Source: an optimization exercise on an open RTL-to-GDS flow (aim: small area and a short achievable clock period). Production flows keep margins and buffers that such runs may drop.
RTL that was checked went through simulation tests only; none was proved equivalent to the original.
No activity file was given, so power comes from the tool's default toggle rates.

== before ==
## mem_issue_queue
module mem_issue_queue (
    input  logic clk,
    input  logic reset,
    input  logic [1:0] i_ren_valid,
    input  logic [195:0] i_ren_entry,
    input  logic [3:0] i_ren_src_ready,
    input  logic [3:0] i_wb_valid,
    input  logic [3:0] i_wb_uses_rd,
    input  logic [23:0] i_wb_rd,
    input  logic i_recall,
    input  logic [5:0] i_new_front,
    input  logic [5:0] i_old_front,
    output logic o_stall,
    output logic [1:0] o_iss_valid,
    output logic [195:0] o_iss_entry
);
For scale: ~6200 cells after synthesis, roughly 1800 flip-flops, about 450 I/O pins, roughly 84000 um2 of cells after synthesis.
clock: 7.5 ns
lec_check: 0
cap_margin: 20
core_margin: 2
core_utilization: 40
setup_slack_margin: 3.8
slew_margin: 20
run.sh (not shown) runs the stock make flow with config.mk's settings and CLKGATE_MAP_FILE= SYNTH_SCRIPT=/design/flow/synth_recipe.tcl, a recipe that flattens the netlist after the stock synthesis.
before: PASS, flow complete, no timing, DRC or antenna violations
Setup changes, before to after
==> flow/flow/run.sh (new file) <==
#!/bin/bash
# The standard layout, with plain buffers (buf_2) on the ports instead of the
# delay cells buffer_ports picks on its own. make's output goes to make.log.
set -euo pipefail
bash standard.sh 'BUFFER_PORTS_ARGS=-buffer_cell sky130_fd_sc_hd__buf_2' finish > make.log 2>&1
==> flow/standard.sh (new file) <==
#!/bin/bash
# synth_recipe.tcl (not shown) runs the flow's synth.tcl, then flattens the netlist and writes it again
# the make line also repeats each setting of config.mk as NAME=value (left out here)
make -C /OpenROAD-flow-scripts/flow DESIGN_CONFIG=/design/flow/config.mk WORK_HOME=/design/flow/orfs CLKGATE_MAP_FILE= SYNTH_SCRIPT=/design/flow/synth_recipe.tcl "${@:-finish}"
removed: flow/run.sh
Results
Both conditions hold for after: the flow ran to the end and the final layout passed the timing, DRC and antenna checks. Between after and before, it is after whose post-cts repair resize count is lower, by about 13%. Looking at part of the power in the clock network across after and before, the one that comes out higher is before. Against before, after comes in 2.3% lower on design area. Compared with before, after shows a higher sequential share of layout area. Worst slack on hold paths was lower in the run labelled after.
Function was not checked in any run of this note: the RTL went through the layout flow alone.

run A:
mem_issue_queue, a different RTL version from the one above (not shown whole).
Size in the first run: about 6300 cells after synthesis, about 1800 flip-flops, roughly 0.084 mm^2 of cells after synthesis.
==> flow/config.mk <==
export PLATFORM = sky130hd
export DESIGN_NAME = mem_issue_queue
export DESIGN_NICKNAME = mem_issue_queue
export VERILOG_FILES = /design/flow/design.v
export SDC_FILE = /design/flow/constraint.sdc
export NUM_CORES = 4
export LEC_CHECK = 0
export CAP_MARGIN = 20
export CORE_MARGIN = 2
export CORE_UTILIZATION = 65
export SETUP_SLACK_MARGIN = 4.0
export SLEW_MARGIN = 20
export SYNTH_HIERARCHICAL = 1
==> flow/constraint.sdc <==
create_clock -name core_clock -period 7.5 [get_ports {clk}]
set_input_delay 1.5000 -clock core_clock [delete_from_list [all_inputs] [get_ports {clk}]]
set_output_delay 1.5000 -clock core_clock [all_outputs]
set_load 0.01 [all_outputs]
standard.sh (not shown) runs the stock make flow with config.mk's settings and CLKGATE_MAP_FILE= SYNTH_SCRIPT=/design/flow/synth_recipe.tcl, a recipe that flattens the netlist after the stock synthesis.
==> flow/flow/run.sh <==
#!/bin/bash
# The standard layout, with plain buffers (buf_2) on the ports instead of the
# delay cells buffer_ports picks on its own. make's output goes to make.log.
set -euo pipefail
bash standard.sh 'BUFFER_PORTS_ARGS=-buffer_cell sky130_fd_sc_hd__buf_2' finish > make.log 2>&1
Run A finished every step from synthesis to the final layout, and the layout passed the timing, DRC and antenna checks.
Modified inputs, run B compared to run A
- changing CORE_UTILIZATION from 65 to 40
==> flow/flow/run.sh <==
#!/bin/bash
# The standard layout, with plain buffers (buf_1) on the ports instead of the
# delay cells buffer_ports picks on its own. make's output goes to make.log.
set -euo pipefail
bash standard.sh 'BUFFER_PORTS_ARGS=-buffer_cell sky130_fd_sc_hd__buf_1' finish > make.log 2>&1
==> comparison <==
Signed area change from the synthesized netlist to the final layout, run B and run A: larger value in run B
Relative to run A, share of final layout cell area taken by non-clock buffers decreased by 0.35 points in run B.
On minimum setup slack in the final design: between run B and run A, it ends up lower for run B.
On first-pass GRT wire length, run A beats run B.
Measured against run A, the number of buffers inserted during clock tree synthesis of run B comes out at 1.09 times the reference value.
The following lists how run C was set up differently from run B:
- CORE_UTILIZATION now 55, was 40
==> flow/flow/run.sh <==
#!/bin/bash
# The standard layout, with plain buffers (buf_2) on the ports instead of the
# delay cells buffer_ports picks on its own. make's output goes to make.log.
set -euo pipefail
bash standard.sh 'BUFFER_PORTS_ARGS=-buffer_cell sky130_fd_sc_hd__buf_2' finish > make.log 2>&1
From run B to run C the numbers moved as follows: switching power fell by about 4%; cell count went down about 9%; hold slack +0.0042 ns; via count decreased by 1030 relative to the old numbers; pin count of the biggest net entering global routing moved up. Total global routing overflow came out exactly the same in run B and run C.
The inputs of run D differ from those of run C as listed below.
- a change of CORE_UTILIZATION from 55 to 40
Notes after the runs:
Compared to run C, run D was floorplanned on a bigger die.
Routed wire length, run C and run D: smaller value in run C
Looking at first-pass GRT wire length, run D sits 17000 um higher than run C does.
Looking at combinational power, run D sits 4.4% above run C.
Number of clock buffers in the layout in run D is 12 lower than in run C
Run D drops more vias than run C.
The inputs of run E differ from those of run D as listed below.
- changing SETUP_SLACK_MARGIN from 4.0 to 4.2
- changing CORE_UTILIZATION from 40 to 55
[summary]
Status | run E and run D | clean
The type of the worst setup path comes out in -> out in one run and reg -> reg in the other, namely in run D and run E respectively.
Run E vs. run D: register fraction of the total cell area went up 0.55 points, minimum setup slack among reg-to-reg paths lower, non-clock buffer count went up, combined area of the multi-input logic cells picked up an extra about 0.6%.
Any difference in worst setup skew after layout between run E and run D is small enough to ignore.

## static timing again, ports no longer ideal
Ports are ideal in the flow. The routed layouts listed here were re-timed in OpenROAD.
Step 1 (the two cells are an assumption about what drives the block):
set clk [get_ports {clk}]
set_driving_cell -lib_cell sky130_fd_sc_hd__clkbuf_16 $clk
set_driving_cell -lib_cell sky130_fd_sc_hd__buf_2 [delete_from_list [all_inputs] $clk]
Step 2 times the ports against the registers' clock, not the clock port: input delays grow and output delays shrink by t, the midpoint of the rising clock arrivals with the driver on.
a / b / c = no drivers / after step 1 / after step 2; a / b = the first two.
run | t (ns) | setup slack, ns | worst hold slack (ns) | clock arrival spread, ns | pins driven straight from the clock port
before | 0.909 | 3.264 / 3.292 / 2.383 | 0.664 / 0.664 / 0.664 | 0.056 / 0.056 | 1
after | 0.907 | 3.200 / 3.258 / 2.351 | 0.645 / 0.645 / 0.645 | 0.037 / 0.038 | 1
run A | 0.889 | 3.743 / 3.629 / 2.980 | 0.561 / 0.561 / 0.561 | 0.059 / 0.058 | 1
run B | 0.932 | 3.673 / 3.516 / 2.949 | 0.573 / 0.573 / 0.573 | 0.084 / 0.084 | 1
run C | 0.923 | 3.816 / 3.740 / 2.908 | 0.577 / 0.577 / 0.577 | 0.054 / 0.054 | 1
run D | 0.935 | 3.701 / 3.618 / 2.881 | 0.587 / 0.587 / 0.587 | 0.089 / 0.089 | 1
run E | 0.923 | 3.757 / 3.748 / 2.959 | 0.579 / 0.579 / 0.579 | 0.066 / 0.066 | 1
After both steps setup and hold are still met in every run listed. The setup slack of run C, which loses most, moves by -0.076 ns with the drivers and by -0.908 ns with both steps.
